Context: an optimization exercise on an open-source flow, tuned for small area, a short achievable clock period and few clock cycles. The choices shown serve that exercise and are no tape-out recipe. RTL that was checked went through simulation tests only; none was proved equivalent to the original. Power is estimated from default activity; no workload was simulated.

==> run a <==
==> flow/design.v (excerpt) <==
module battery_undervoltage_monitor #(
  parameter int unsigned HistoryDepth = bum_pkg::HistoryDepth
) (
  input  logic                           clk_i,
  input  logic                           rst_ni,
  input  logic                           s_axis_tvalid_i,
  output logic                           s_axis_tready_o,
  input  logic [bum_pkg::InDataW-1:0]    s_axis_tdata_i,
  input  logic                           s_axis_tuser_i,
  output logic                           m_axis_tvalid_o,
  input  logic                           m_axis_tready_i,
  output logic [bum_pkg::OutDataW-1:0]   m_axis_tdata_o,
  input  logic                           cfg_valid_i,
  output logic                           cfg_ready_o,
  input  logic [bum_pkg::CfgAddrW-1:0]   cfg_addr_i,
  input  logic [bum_pkg::MvW-1:0]        cfg_data_i
);
==> flow/config.mk <==
export PLATFORM = sky130hd
export DESIGN_NAME = battery_undervoltage_monitor
export DESIGN_NICKNAME = battery_undervoltage_monitor
export VERILOG_FILES = /design/flow/design.v
export SDC_FILE = /design/flow/constraint.sdc
export NUM_CORES = 4
export LEC_CHECK = 0
export CAP_MARGIN = 20
export CORE_MARGIN = 2
export CORE_UTILIZATION = 60
export SLEW_MARGIN = 20
==> flow/constraint.sdc <==
create_clock -name core_clock -period 10.0 [get_ports {clk_i}]
set_input_delay 2.0000 -clock core_clock [delete_from_list [all_inputs] [get_ports {clk_i}]]
set_output_delay 2.0000 -clock core_clock [all_outputs]
set_load 0.01 [all_outputs]
standard.sh (not shown) runs the stock make flow with config.mk's settings and CLKGATE_MAP_FILE= SYNTH_SCRIPT=/design/flow/synth_recipe.tcl, a recipe that flattens the netlist after the stock synthesis.
==> flow/flow/run.sh <==
#!/bin/bash
set -euo pipefail
MARGIN=${SETUP_MARGIN_NS:-6.3}
bash standard.sh SETUP_SLACK_MARGIN=$MARGIN finish > standard_flow.log 2>&1
==> inputs of run b, as changes to run a <==
--- a/flow/design.v
+++ b/flow/design.v
@@ -50,13 +50,12 @@
   input  logic [TimeW-1:0]         cmp_now_i,    
   input  logic [15:0]              cmp_him1_i,   
   input  logic [15:0]              cmp_blo_i,    
   input  logic                     cmp_wrap_i,   
   output logic [Lanes-1:0]         cmp_mask_o,
   input  logic [Blocks*Lanes-1:0]  sum_sel_i,
-  input  logic [Lanes-1:0]         sum_mask_i,   
   output logic [SumRows*SumW-1:0] sum_o,    
   output logic [LaneW:0]           cnt_o
 );
   function automatic logic ge16(input logic [15:0] a, input logic [15:0] b);
     logic [15:0] g, e;
     logic [7:0]  g1, e1;
@@ -90,12 +89,13 @@
       end
     end
     assign ts[i] = ts_q;
     assign mv[i] = mv_q;
   end
   logic [MvW-1:0] lane_mv [Lanes];
+  logic [Lanes-1:0] lane_hit;
   for (genvar l = 0; l < Lanes; l++) begin : g_lane
     logic [TimeW-1:0] st;
     logic [MvW-1:0]   sv;
     logic             le, ge, hit, vld;
     always_comb begin
       st  = '0;
@@ -109,12 +109,14 @@
     end
     assign le  = ge16(cmp_now_i[15:0], st[15:0]);
     assign ge  = ge16(st[15:0], cmp_blo_i);
     assign hit = ((st[31:16] == cmp_now_i[31:16]) && le) || ((st[31:16] == cmp_him1_i) && !le);
     assign cmp_mask_o[l] = vld && hit && (cmp_wrap_i ? (ge || le) : (ge && le));
     assign lane_mv[l]  = sv;
+    assign lane_hit[l] = |{sum_sel_i[0*Lanes + l], sum_sel_i[1*Lanes + l],
+                           sum_sel_i[2*Lanes + l], sum_sel_i[3*Lanes + l]};
   end
   function automatic logic [2*SumW-1:0] csa(input logic [SumW-1:0] a, input logic [SumW-1:0] b,
                                             input logic [SumW-1:0] c);
     logic [SumW-1:0] s, cy;
     s   = a ^ b ^ c;
     cy  = ((a & b) | (a & c) | (b & c)) << 1;
@@ -136,19 +138,16 @@
     r3[4] = r2[6];
     r3[5] = r2[7];
     for (int k = 0; k < 2; k++) {r4[2*k+1], r4[2*k]} = csa(r3[3*k], r3[3*k+1], r3[3*k+2]);
     for (int k = 0; k < SumRows; k++) sum_o[k*SumW +: SumW] = r4[k];
   end
   always_comb begin
-    logic [1:0] c2 [8];
-    logic [2:0] c4 [4];
-    logic [3:0] c8 [2];
-    for (int k = 0; k < 8; k++) c2[k] = 2'(sum_mask_i[2*k]) + 2'(sum_mask_i[2*k+1]);
-    for (int k = 0; k < 4; k++) c4[k] = 3'(c2[2*k]) + 3'(c2[2*k+1]);
-    for (int k = 0; k < 2; k++) c8[k] = 4'(c4[2*k]) + 4'(c4[2*k+1]);
-    cnt_o = 5'(c8[0]) + 5'(c8[1]);
+    cnt_o = '0;
+    for (int l = 0; l < Lanes; l++) begin
+      cnt_o = cnt_o + (LaneW+1)'(lane_hit[l]);
+    end
   end
 endmodule
 `timescale 1ns / 1ps
 module battery_undervoltage_monitor #(
   parameter int unsigned HistoryDepth = bum_pkg::HistoryDepth
 ) (
@@ -201,16 +200,22 @@
       endcase
     end
   end
   logic [MvW-1:0]   s_mv;
   logic [TimeW-1:0] s_now;
   logic             tready_q, accept;
+  logic [MvW:0]     lo_full, hi_full;
+  logic [MvW-1:0]   lo_bound, hi_bound;
   logic [1:0]       s_cls;
   assign s_mv   = s_axis_tdata_i[MvW-1:0];
   assign s_now  = s_axis_tdata_i[bum_pkg::InDataW-1:MvW];
   assign accept = s_axis_tvalid_i && tready_q;
+  assign lo_full  = {1'b0, s_mv} - {1'b0, deadband_q};
+  assign hi_full  = {1'b0, s_mv} + {1'b0, deadband_q};
+  assign lo_bound = lo_full[MvW] ? '0 : lo_full[MvW-1:0];
+  assign hi_bound = hi_full[MvW] ? '1 : hi_full[MvW-1:0];
   always_comb begin
     if (s_mv == '0) begin
       s_cls = bum_pkg::LVL_UNKNOWN;
     end else if (s_mv <= critical_q) begin
       s_cls = bum_pkg::LVL_CRITICAL;
     end else if (s_mv <= warning_q) begin
@@ -218,13 +223,13 @@
     end else begin
       s_cls = bum_pkg::LVL_NORMAL;
     end
   end
   logic             iv_q, iu_q;
   logic [TimeW-1:0] inow_q;
-  logic [MvW-1:0]   imv_q;
+  logic [MvW-1:0]   imv_q, ilo_q, ihi_q;
   logic [1:0]       icls_q;
   logic             hold, proc, is_samp, is_chk, nxt_chk;
   always_ff @(posedge clk_i or negedge rst_ni) begin
     if (!rst_ni) begin
       iv_q <= 1'b0;
     end else begin
@@ -236,16 +241,17 @@
       iu_q   <= s_axis_tuser_i;
       inow_q <= s_now;
     end
   end
   always_ff @(posedge clk_i) begin
     imv_q  <= s_mv;
+    ilo_q  <= lo_bound;
+    ihi_q  <= hi_bound;
     icls_q <= s_cls;
   end
   logic [MvW-1:0]   held_q;
-  logic [MvW:0]     hlo_q, hhi_q;
   logic [1:0]       lvl_q;
   logic             take, store, changed, alert, gate;
   logic [IdxW-1:0]  wp_q;
   logic             full_q;
   logic             pend_q;
   logic [IdxW-1:0]  pend_slot_q;
@@ -254,14 +260,13 @@
   logic             cmp_v_q;
   logic [1:0]       cmp_g_q;
   assign hold    = iv_q && iu_q && cmp_v_q && (cmp_g_q != 2'(Blocks - 1));
   assign proc    = iv_q && !hold;
   assign is_samp = proc && !iu_q;
   assign is_chk  = proc && iu_q;
-  assign take    = (!hlo_q[MvW] && (imv_q < hlo_q[MvW-1:0])) ||
-                   (!hhi_q[MvW] && (imv_q > hhi_q[MvW-1:0]));
+  assign take    = (held_q < ilo_q) || (held_q > ihi_q);
   assign store   = is_samp && take;
   assign changed = icls_q != lvl_q;
   assign alert   = changed && ((icls_q == bum_pkg::LVL_CRITICAL) ||
                                (icls_q == bum_pkg::LVL_WARNING));
   assign gate    = (lvl_q == bum_pkg::LVL_CRITICAL) && auto_q;
   always_ff @(posedge clk_i or negedge rst_ni) begin
@@ -279,16 +284,12 @@
         if (wp_q == '1) full_q <= 1'b1;
       end
       pend_q <= store;
     end
   end
   always_ff @(posedge clk_i) begin
-    hlo_q <= store ? ({1'b0, imv_q} - {1'b0, deadband_q}) : ({1'b0, held_q} - {1'b0, deadband_q});
-    hhi_q <= store ? ({1'b0, imv_q} + {1'b0, deadband_q}) : ({1'b0, held_q} + {1'b0, deadband_q});
-  end
-  always_ff @(posedge clk_i) begin
     pend_slot_q <= wp_q;
     pend_now_q  <= inow_q;
     pend_mv_q   <= imv_q;
   end
   logic [BlkW-1:0]          cmp_blk_q, cmp_blk_d;
   logic [IdxW-1:0]          snap_wp_q, snap_wp_d;
@@ -299,31 +300,25 @@
   logic [15:0]              ctx_him1_q, ctx_blo_q;
   logic                     ctx_wrap_q;
   logic                     cmp_v_d;
   logic [1:0]               cmp_g_d;
   logic [Blocks*Lanes-1:0]  cmp_sel_q, cmp_sel_d;
   logic [SlotW-1:0]         wf_q;
-  logic                     cmp_more;
-  logic [Blocks*Lanes-1:0]  start_sel, cont_sel;
-  assign cmp_more    = cmp_v_q && (cmp_g_q != 2'(Blocks - 1));
-  assign cmp_v_d     = is_chk || cmp_more;
+  assign cmp_v_d     = is_chk || (cmp_v_q && (cmp_g_q != 2'(Blocks - 1)));
   assign cmp_g_d     = is_chk ? 2'd0 : cmp_g_q + 2'd1;
   assign cmp_blk_d   = is_chk ? wp_q[IdxW-1:LaneW] : cmp_blk_q + BlkW'(1);
   assign snap_wp_d   = is_chk ? wp_q : snap_wp_q;
   assign snap_full_d = is_chk ? full_q : snap_full_q;
   assign nxt_chk     = accept ? s_axis_tuser_i : hold;
   always_comb begin
     for (int b = 0; b < Blocks; b++) begin
       for (int l = 0; l < Lanes; l++) begin
-        start_sel[b*Lanes + l] = (wp_q[IdxW-1:LaneW] == BlkW'(b)) &&
-                                 (full_q || (IdxW'(b*Lanes + l) < wp_q));
-        cont_sel[b*Lanes + l]  = cmp_more && ((cmp_blk_q + BlkW'(1)) == BlkW'(b)) &&
-                                 (snap_full_q || (IdxW'(b*Lanes + l) < snap_wp_q));
+        cmp_sel_d[b*Lanes + l] = cmp_v_d && (cmp_blk_d == BlkW'(b)) &&
+                                 (snap_full_d || (IdxW'(b*Lanes + l) < snap_wp_d));
       end
     end
-    cmp_sel_d = ({(Blocks*Lanes){is_chk}} & start_sel) | cont_sel;
   end
   always_ff @(posedge clk_i or negedge rst_ni) begin
     if (!rst_ni) begin
       cmp_v_q <= 1'b0;
     end else begin
       cmp_v_q <= cmp_v_d;
@@ -347,13 +342,12 @@
   logic [Lanes-1:0]         cmp_mask;
   logic [SumRows*SumW-1:0] grp_sum;
   logic [LaneW:0]           blk_cnt;
   logic                     m_v_q, m_first_q, m_last_q, m_gate_q;
   logic [SlotW-1:0]         m_slot_q;
   logic [Blocks*Lanes-1:0]  m_sel_q;
-  logic [Lanes-1:0]         m_mask_q;
   logic                     g_v_q, g_first_q, g_last_q, g_gate_q;
   logic [SlotW-1:0]         g_slot_q;
   logic [SumRows*SumW-1:0] g_sum_q;
   logic [LaneW:0]           g_cnt_q;
   logic                     a_v_q, a_nz_q;
   logic [SlotW-1:0]         a_slot_q;
@@ -370,13 +364,12 @@
     .cmp_now_i  (ctx_now_q),
     .cmp_him1_i (ctx_him1_q),
     .cmp_blo_i  (ctx_blo_q),
     .cmp_wrap_i (ctx_wrap_q),
     .cmp_mask_o (cmp_mask),
     .sum_sel_i  (m_sel_q),
-    .sum_mask_i (m_mask_q),
     .sum_o      (grp_sum),
     .cnt_o      (blk_cnt)
   );
   always_ff @(posedge clk_i or negedge rst_ni) begin
     if (!rst_ni) begin
       m_v_q   <= 1'b0;
@@ -415,78 +408,65 @@
     {acc_c1_d, acc_c0_d} = csa(t1, t2, t3);
   end
   always_ff @(posedge clk_i) begin
     for (int b = 0; b < Blocks; b++) begin
       m_sel_q[b*Lanes +: Lanes] <= cmp_sel_q[b*Lanes +: Lanes] & cmp_mask;
     end
-    m_mask_q  <= cmp_mask;
     m_first_q <= cmp_g_q == 2'd0;
     m_last_q  <= cmp_g_q == 2'(Blocks - 1);
     m_gate_q  <= cmp_gate_q;
     m_slot_q  <= cmp_slot_q;
     g_first_q <= m_first_q;
     g_last_q  <= m_last_q;
     g_gate_q  <= m_gate_q;
     g_slot_q  <= m_slot_q;
     g_sum_q   <= grp_sum;
     g_cnt_q   <= blk_cnt;
     a_slot_q  <= g_slot_q;
-    acc_s0_q  <= acc_s0_d;
-    acc_s1_q  <= acc_s1_d;
-    acc_c0_q  <= acc_c0_d;
-    acc_c1_q  <= acc_c1_d;
-    a_nz_q    <= (!g_first_q && a_nz_q) || (g_sum_q != '0);
+    if (g_v_q) begin
+      acc_s0_q <= acc_s0_d;
+      acc_s1_q <= acc_s1_d;
+      acc_c0_q <= acc_c0_d;
+      acc_c1_q <= acc_c1_d;
+      a_nz_q   <= (!g_first_q && a_nz_q) || (g_sum_q != '0);
+    end
   end
   assign diff = acc_c0_q + acc_c1_q - acc_s0_q - acc_s1_q;
   assign dis  = a_nz_q && !diff[DW-1];
   logic [ResW-1:0]  slot_q [NSlot];
   logic [NSlot-1:0] slot_rdy_q;
   logic [SlotW-1:0] rf_q;
   logic [CntW-1:0]  cnt_q, cnt_d;
   logic [ResW-1:0]  res, head;
   logic             head_rdy, head_fin, move, ov_q;
   logic [ResW-1:0]  o_q;
-  logic             w_v_q, w_chk_q, w_gate_q, w_chg_q, w_alert_q;
-  logic [SlotW-1:0] w_slot_q;
-  always_ff @(posedge clk_i or negedge rst_ni) begin
-    if (!rst_ni) begin
-      w_v_q <= 1'b0;
-    end else begin
-      w_v_q <= proc;
-    end
-  end
-  always_ff @(posedge clk_i) begin
-    w_chk_q   <= iu_q;
-    w_gate_q  <= gate;
-    w_chg_q   <= store && changed;
-    w_alert_q <= store && alert;
-    w_slot_q  <= wf_q;
-  end
-  assign res = {held_q, 1'b0, w_alert_q, w_chg_q, lvl_q};
+  assign res = iu_q ? {held_q, 3'b000, lvl_q} :
+                      {store ? imv_q : held_q, 1'b0, store && alert, store && changed,
+                       store ? icls_q : lvl_q};
   assign head_fin = a_v_q && (a_slot_q == rf_q);
   assign head_rdy = slot_rdy_q[rf_q] || head_fin;
   assign move     = head_rdy && (!ov_q || m_axis_tready_i);
   always_comb begin
     head    = slot_q[rf_q];
     head[4] = head_fin ? dis : head[4];
   end
   for (genvar k = 0; k < NSlot; k++) begin : g_slot
     always_ff @(posedge clk_i) begin
-      if (w_v_q && (w_slot_q == SlotW'(k))) begin
+      if (proc && (wf_q == SlotW'(k))) begin
         slot_q[k] <= res;
       end else if (a_v_q && (a_slot_q == SlotW'(k))) begin
         slot_q[k][4] <= dis;
       end
     end
     always_ff @(posedge clk_i or negedge rst_ni) begin
       if (!rst_ni) begin
         slot_rdy_q[k] <= 1'b0;
       end else if (move && (rf_q == SlotW'(k))) begin
         slot_rdy_q[k] <= 1'b0;
-      end else if (w_v_q && (w_slot_q == SlotW'(k))) begin
-        slot_rdy_q[k] <= !w_chk_q || !w_gate_q;
+      end else if (proc && (wf_q == SlotW'(k))) begin
+        slot_rdy_q[k] <= !iu_q || !gate;
       end else if (a_v_q && (a_slot_q == SlotW'(k))) begin
         slot_rdy_q[k] <= 1'b1;
       end
     end
   end
   assign cnt_d = cnt_q + CntW'(accept) - CntW'(move);
==> flow/run.sh (new file) <==
#!/bin/bash
# synth_recipe.tcl (not shown) runs the flow's synth.tcl, then flattens the netlist and writes it again
# the make line also repeats each setting of config.mk as NAME=value (left out here)
make -C /OpenROAD-flow-scripts/flow DESIGN_CONFIG=/design/flow/config.mk WORK_HOME=/design/flow/orfs CLKGATE_MAP_FILE= SYNTH_SCRIPT=/design/flow/synth_recipe.tcl finish
removed: flow/flow/run.sh
removed: flow/standard.sh
==> inputs of run c, as changes to run a <==
--- a/flow/design.v
+++ b/flow/design.v
@@ -278,29 +278,40 @@
         wp_q   <= wp_q + IdxW'(1);
         if (wp_q == '1) full_q <= 1'b1;
       end
       pend_q <= store;
     end
   end
-  always_ff @(posedge clk_i) begin
-    hlo_q <= store ? ({1'b0, imv_q} - {1'b0, deadband_q}) : ({1'b0, held_q} - {1'b0, deadband_q});
-    hhi_q <= store ? ({1'b0, imv_q} + {1'b0, deadband_q}) : ({1'b0, held_q} + {1'b0, deadband_q});
+  logic [MvW:0] samp_lo, samp_hi;
+  assign samp_lo = {1'b0, imv_q} - {1'b0, deadband_q};
+  assign samp_hi = {1'b0, imv_q} + {1'b0, deadband_q};
+  always_ff @(posedge clk_i or negedge rst_ni) begin
+    if (!rst_ni) begin
+      hlo_q <= {1'b0, 16'd0} - {1'b0, bum_pkg::DeadbandReset};
+      hhi_q <= {1'b0, 16'd0} + {1'b0, bum_pkg::DeadbandReset};
+    end else if (!is_samp) begin
+      hlo_q <= {1'b0, held_q} - {1'b0, deadband_q};
+      hhi_q <= {1'b0, held_q} + {1'b0, deadband_q};
+    end else if (take) begin
+      hlo_q <= samp_lo;
+      hhi_q <= samp_hi;
+    end
   end
   always_ff @(posedge clk_i) begin
     pend_slot_q <= wp_q;
     pend_now_q  <= inow_q;
     pend_mv_q   <= imv_q;
   end
   logic [BlkW-1:0]          cmp_blk_q, cmp_blk_d;
   logic [IdxW-1:0]          snap_wp_q, snap_wp_d;
   logic                     snap_full_q, snap_full_d;
   logic                     cmp_gate_q;
   logic [SlotW-1:0]         cmp_slot_q;
-  logic [TimeW-1:0]         ctx_now_q;
-  logic [15:0]              ctx_him1_q, ctx_blo_q;
-  logic                     ctx_wrap_q;
+  logic [TimeW-1:0]         ctx_now_q, cmpv_now_q, new_now;
+  logic [15:0]              ctx_him1_q, ctx_blo_q, cmpv_him1_q, cmpv_blo_q, new_him1, new_blo;
+  logic                     ctx_wrap_q, cmpv_wrap_q, new_wrap;
   logic                     cmp_v_d;
   logic [1:0]               cmp_g_d;
   logic [Blocks*Lanes-1:0]  cmp_sel_q, cmp_sel_d;
   logic [SlotW-1:0]         wf_q;
   logic                     cmp_more;
   logic [Blocks*Lanes-1:0]  start_sel, cont_sel;
@@ -335,18 +346,26 @@
     cmp_blk_q   <= cmp_blk_d;
     snap_wp_q   <= snap_wp_d;
     snap_full_q <= snap_full_d;
     if (is_chk) begin
       cmp_gate_q <= gate;
       cmp_slot_q <= wf_q;
-      ctx_now_q  <= inow_q;
-      ctx_him1_q <= inow_q[31:16] - 16'd1;
-      ctx_blo_q  <= inow_q[15:0] - window_q;
-      ctx_wrap_q <= inow_q[15:0] < window_q;
+      ctx_now_q  <= new_now;
+      ctx_him1_q <= new_him1;
+      ctx_blo_q  <= new_blo;
+      ctx_wrap_q <= new_wrap;
     end
-  end
+    cmpv_now_q  <= is_chk ? new_now  : (cmp_more ? ctx_now_q  : '0);
+    cmpv_him1_q <= is_chk ? new_him1 : (cmp_more ? ctx_him1_q : '0);
+    cmpv_blo_q  <= is_chk ? new_blo  : (cmp_more ? ctx_blo_q  : '0);
+    cmpv_wrap_q <= is_chk ? new_wrap : (cmp_more && ctx_wrap_q);
+  end
+  assign new_now  = inow_q;
+  assign new_him1 = inow_q[31:16] - 16'd1;
+  assign new_blo  = inow_q[15:0] - window_q;
+  assign new_wrap = inow_q[15:0] < window_q;
   logic [Lanes-1:0]         cmp_mask;
   logic [SumRows*SumW-1:0] grp_sum;
   logic [LaneW:0]           blk_cnt;
   logic                     m_v_q, m_first_q, m_last_q, m_gate_q;
   logic [SlotW-1:0]         m_slot_q;
   logic [Blocks*Lanes-1:0]  m_sel_q;
@@ -364,16 +383,16 @@
     .clk_i      (clk_i),
     .wr_en_i    (pend_q),
     .wr_slot_i  (pend_slot_q),
     .wr_now_i   (pend_now_q),
     .wr_mv_i    (pend_mv_q),
     .cmp_sel_i  (cmp_sel_q),
-    .cmp_now_i  (ctx_now_q),
-    .cmp_him1_i (ctx_him1_q),
-    .cmp_blo_i  (ctx_blo_q),
-    .cmp_wrap_i (ctx_wrap_q),
+    .cmp_now_i  (cmpv_now_q),
+    .cmp_him1_i (cmpv_him1_q),
+    .cmp_blo_i  (cmpv_blo_q),
+    .cmp_wrap_i (cmpv_wrap_q),
     .cmp_mask_o (cmp_mask),
     .sum_sel_i  (m_sel_q),
     .sum_mask_i (m_mask_q),
     .sum_o      (grp_sum),
     .cnt_o      (blk_cnt)
   );
@@ -438,12 +457,13 @@
   end
   assign diff = acc_c0_q + acc_c1_q - acc_s0_q - acc_s1_q;
   assign dis  = a_nz_q && !diff[DW-1];
   logic [ResW-1:0]  slot_q [NSlot];
   logic [NSlot-1:0] slot_rdy_q;
   logic [SlotW-1:0] rf_q;
+  logic [NSlot-1:0] rf_oh_q;        
   logic [CntW-1:0]  cnt_q, cnt_d;
   logic [ResW-1:0]  res, head;
   logic             head_rdy, head_fin, move, ov_q;
   logic [ResW-1:0]  o_q;
   logic             w_v_q, w_chk_q, w_gate_q, w_chg_q, w_alert_q;
   logic [SlotW-1:0] w_slot_q;
@@ -460,16 +480,19 @@
     w_chg_q   <= store && changed;
     w_alert_q <= store && alert;
     w_slot_q  <= wf_q;
   end
   assign res = {held_q, 1'b0, w_alert_q, w_chg_q, lvl_q};
   assign head_fin = a_v_q && (a_slot_q == rf_q);
-  assign head_rdy = slot_rdy_q[rf_q] || head_fin;
+  assign head_rdy = |(slot_rdy_q & rf_oh_q) || head_fin;
   assign move     = head_rdy && (!ov_q || m_axis_tready_i);
   always_comb begin
-    head    = slot_q[rf_q];
+    head = '0;
+    for (int k = 0; k < NSlot; k++) begin
+      head = head | ({ResW{rf_oh_q[k]}} & slot_q[k]);
+    end
     head[4] = head_fin ? dis : head[4];
   end
   for (genvar k = 0; k < NSlot; k++) begin : g_slot
     always_ff @(posedge clk_i) begin
       if (w_v_q && (w_slot_q == SlotW'(k))) begin
         slot_q[k] <= res;
@@ -477,36 +500,48 @@
         slot_q[k][4] <= dis;
       end
     end
     always_ff @(posedge clk_i or negedge rst_ni) begin
       if (!rst_ni) begin
         slot_rdy_q[k] <= 1'b0;
-      end else if (move && (rf_q == SlotW'(k))) begin
+      end else if (move && rf_oh_q[k]) begin
         slot_rdy_q[k] <= 1'b0;
       end else if (w_v_q && (w_slot_q == SlotW'(k))) begin
         slot_rdy_q[k] <= !w_chk_q || !w_gate_q;
       end else if (a_v_q && (a_slot_q == SlotW'(k))) begin
         slot_rdy_q[k] <= 1'b1;
       end
     end
   end
   assign cnt_d = cnt_q + CntW'(accept) - CntW'(move);
+  logic room, cmp_more_d;
+  always_comb begin
+    if (accept) begin
+      room = move ? (cnt_q <= CntW'(NSlot - 1)) : (cnt_q <= CntW'(NSlot - 2));
+    end else begin
+      room = move || (cnt_q <= CntW'(NSlot - 1));
+    end
+  end
+  assign cmp_more_d = is_chk || (cmp_more && (cmp_g_q != 2'(Blocks - 2)));
   always_ff @(posedge clk_i or negedge rst_ni) begin
     if (!rst_ni) begin
       wf_q     <= '0;
       rf_q     <= '0;
+      rf_oh_q  <= NSlot'(1);
       cnt_q    <= '0;
       ov_q     <= 1'b0;
       tready_q <= 1'b1;
     end else begin
       if (proc) wf_q <= (wf_q == SlotW'(NSlot - 1)) ? '0 : wf_q + SlotW'(1);
-      if (move) rf_q <= (rf_q == SlotW'(NSlot - 1)) ? '0 : rf_q + SlotW'(1);
+      if (move) begin
+        rf_q    <= (rf_q == SlotW'(NSlot - 1)) ? '0 : rf_q + SlotW'(1);
+        rf_oh_q <= {rf_oh_q[NSlot-2:0], rf_oh_q[NSlot-1]};
+      end
       cnt_q    <= cnt_d;
       ov_q     <= move || (ov_q && !m_axis_tready_i);
-      tready_q <= (cnt_d < CntW'(NSlot)) &&
-                  !(nxt_chk && cmp_v_d && (cmp_g_d != 2'(Blocks - 1)));
+      tready_q <= room && !(nxt_chk && cmp_more_d);
     end
   end
   always_ff @(posedge clk_i) begin
     if (move) o_q <= head;
   end
   assign s_axis_tready_o = tready_q;
==> flow/flow/run.sh (replaced) <==
#!/bin/bash
set -euo pipefail
MARGIN=${SETUP_MARGIN_NS:-6.5}
bash standard.sh SETUP_SLACK_MARGIN=$MARGIN finish > standard_flow.log 2>&1
CTS_CLUSTER_DIAMETER = 80   (was default)
CTS_CLUSTER_SIZE = 24   (was default)
==> comparison table <==
item                                                                run b                    run a                    run c
Status                                            complete, no violations  complete, no violations  complete, no violations
Post-CTS setup buffer count                                             0                       31                       11
Fillcell total                                                     19,500                   19,400                   20,400
Worst R2R End                                                  g_cnt_q[4]                hhi_q[13]               g_cnt_q[4]
Post-Layout Cell Count                                             15,700                   15,800                   15,900
Sequential logic power                                          20,000 µW                19,900 µW                20,300 µW
Buffers and inverters on the worst path                                 3                        3                        1
Footprint of the flip-flops and latches                       114,000 µm²              114,000 µm²              116,000 µm²
Origin of the worst min-delay path                            g_slot_q[3]              g_slot_q[0]                m_first_q
Antenna diode count                                                    12                       13                       17
Initial Utilization                                                 0.603                    0.604                    0.603
# clk buffers                                                         505                      534                      329
Max Fanout on Critical Path                                            17                        5                        2
Worst IR drop on VDD                                               181 µV                   206 µV                   333 µV
Area grow syn2layout                                                11.7%                    12.0%                    8.33%
Switching power summed over all nets                            12,300 µW                14,500 µW                17,200 µW
TritonCTS sink count                                                3,932                    3,958                    4,032
GR Util All Layers                                                  0.358                    0.367                    0.366
Non-clock buffering overhead in the final layout                   0.0171                   0.0196                   0.0203
TritonCTS buffer count                                                395                      398                      206
Final-stage net count                                              12,800                   12,900                   13,200
Testbench counts of run c, summed over its fixed seeds: cycles 10,414.
Only the layout flow was run in run a and run b; the RTL was not checked for function there.

[afterwards: timing with drivers on the ports]
The flow's constraints put no driver on any port. The routed layouts listed below were extracted and timed again, unchanged, in two steps. Step 1, drivers: a clkbuf_16 drives clk_i and a buf_2 each remaining input, both assumed. Step 2 moves the port delays by t, midway between the first and last clock arrival at a register: inputs arrive t later, outputs are due t later. That takes back most of the time a late clock gives input paths. Three values: ideal, step 1, step 2; two values: the first two.
| run | t (ns) | setup WS [ns] | clock arrival spread, ns |
|---|---|---|---|
| run a | 1.035 | 5.476 / 5.476 / 5.476 | 0.069 / 0.069 |
| run b | 1.061 | 5.370 / 5.370 / 4.432 | 0.053 / 0.054 |
| run c | 1.036 | 6.413 / 6.308 / 5.733 | 0.038 / 0.037 |
After both steps setup and hold are still met in every run listed. For run b, which loses most, drivers alone change the setup slack by 0.000 ns; drivers and shift together by -0.938 ns.
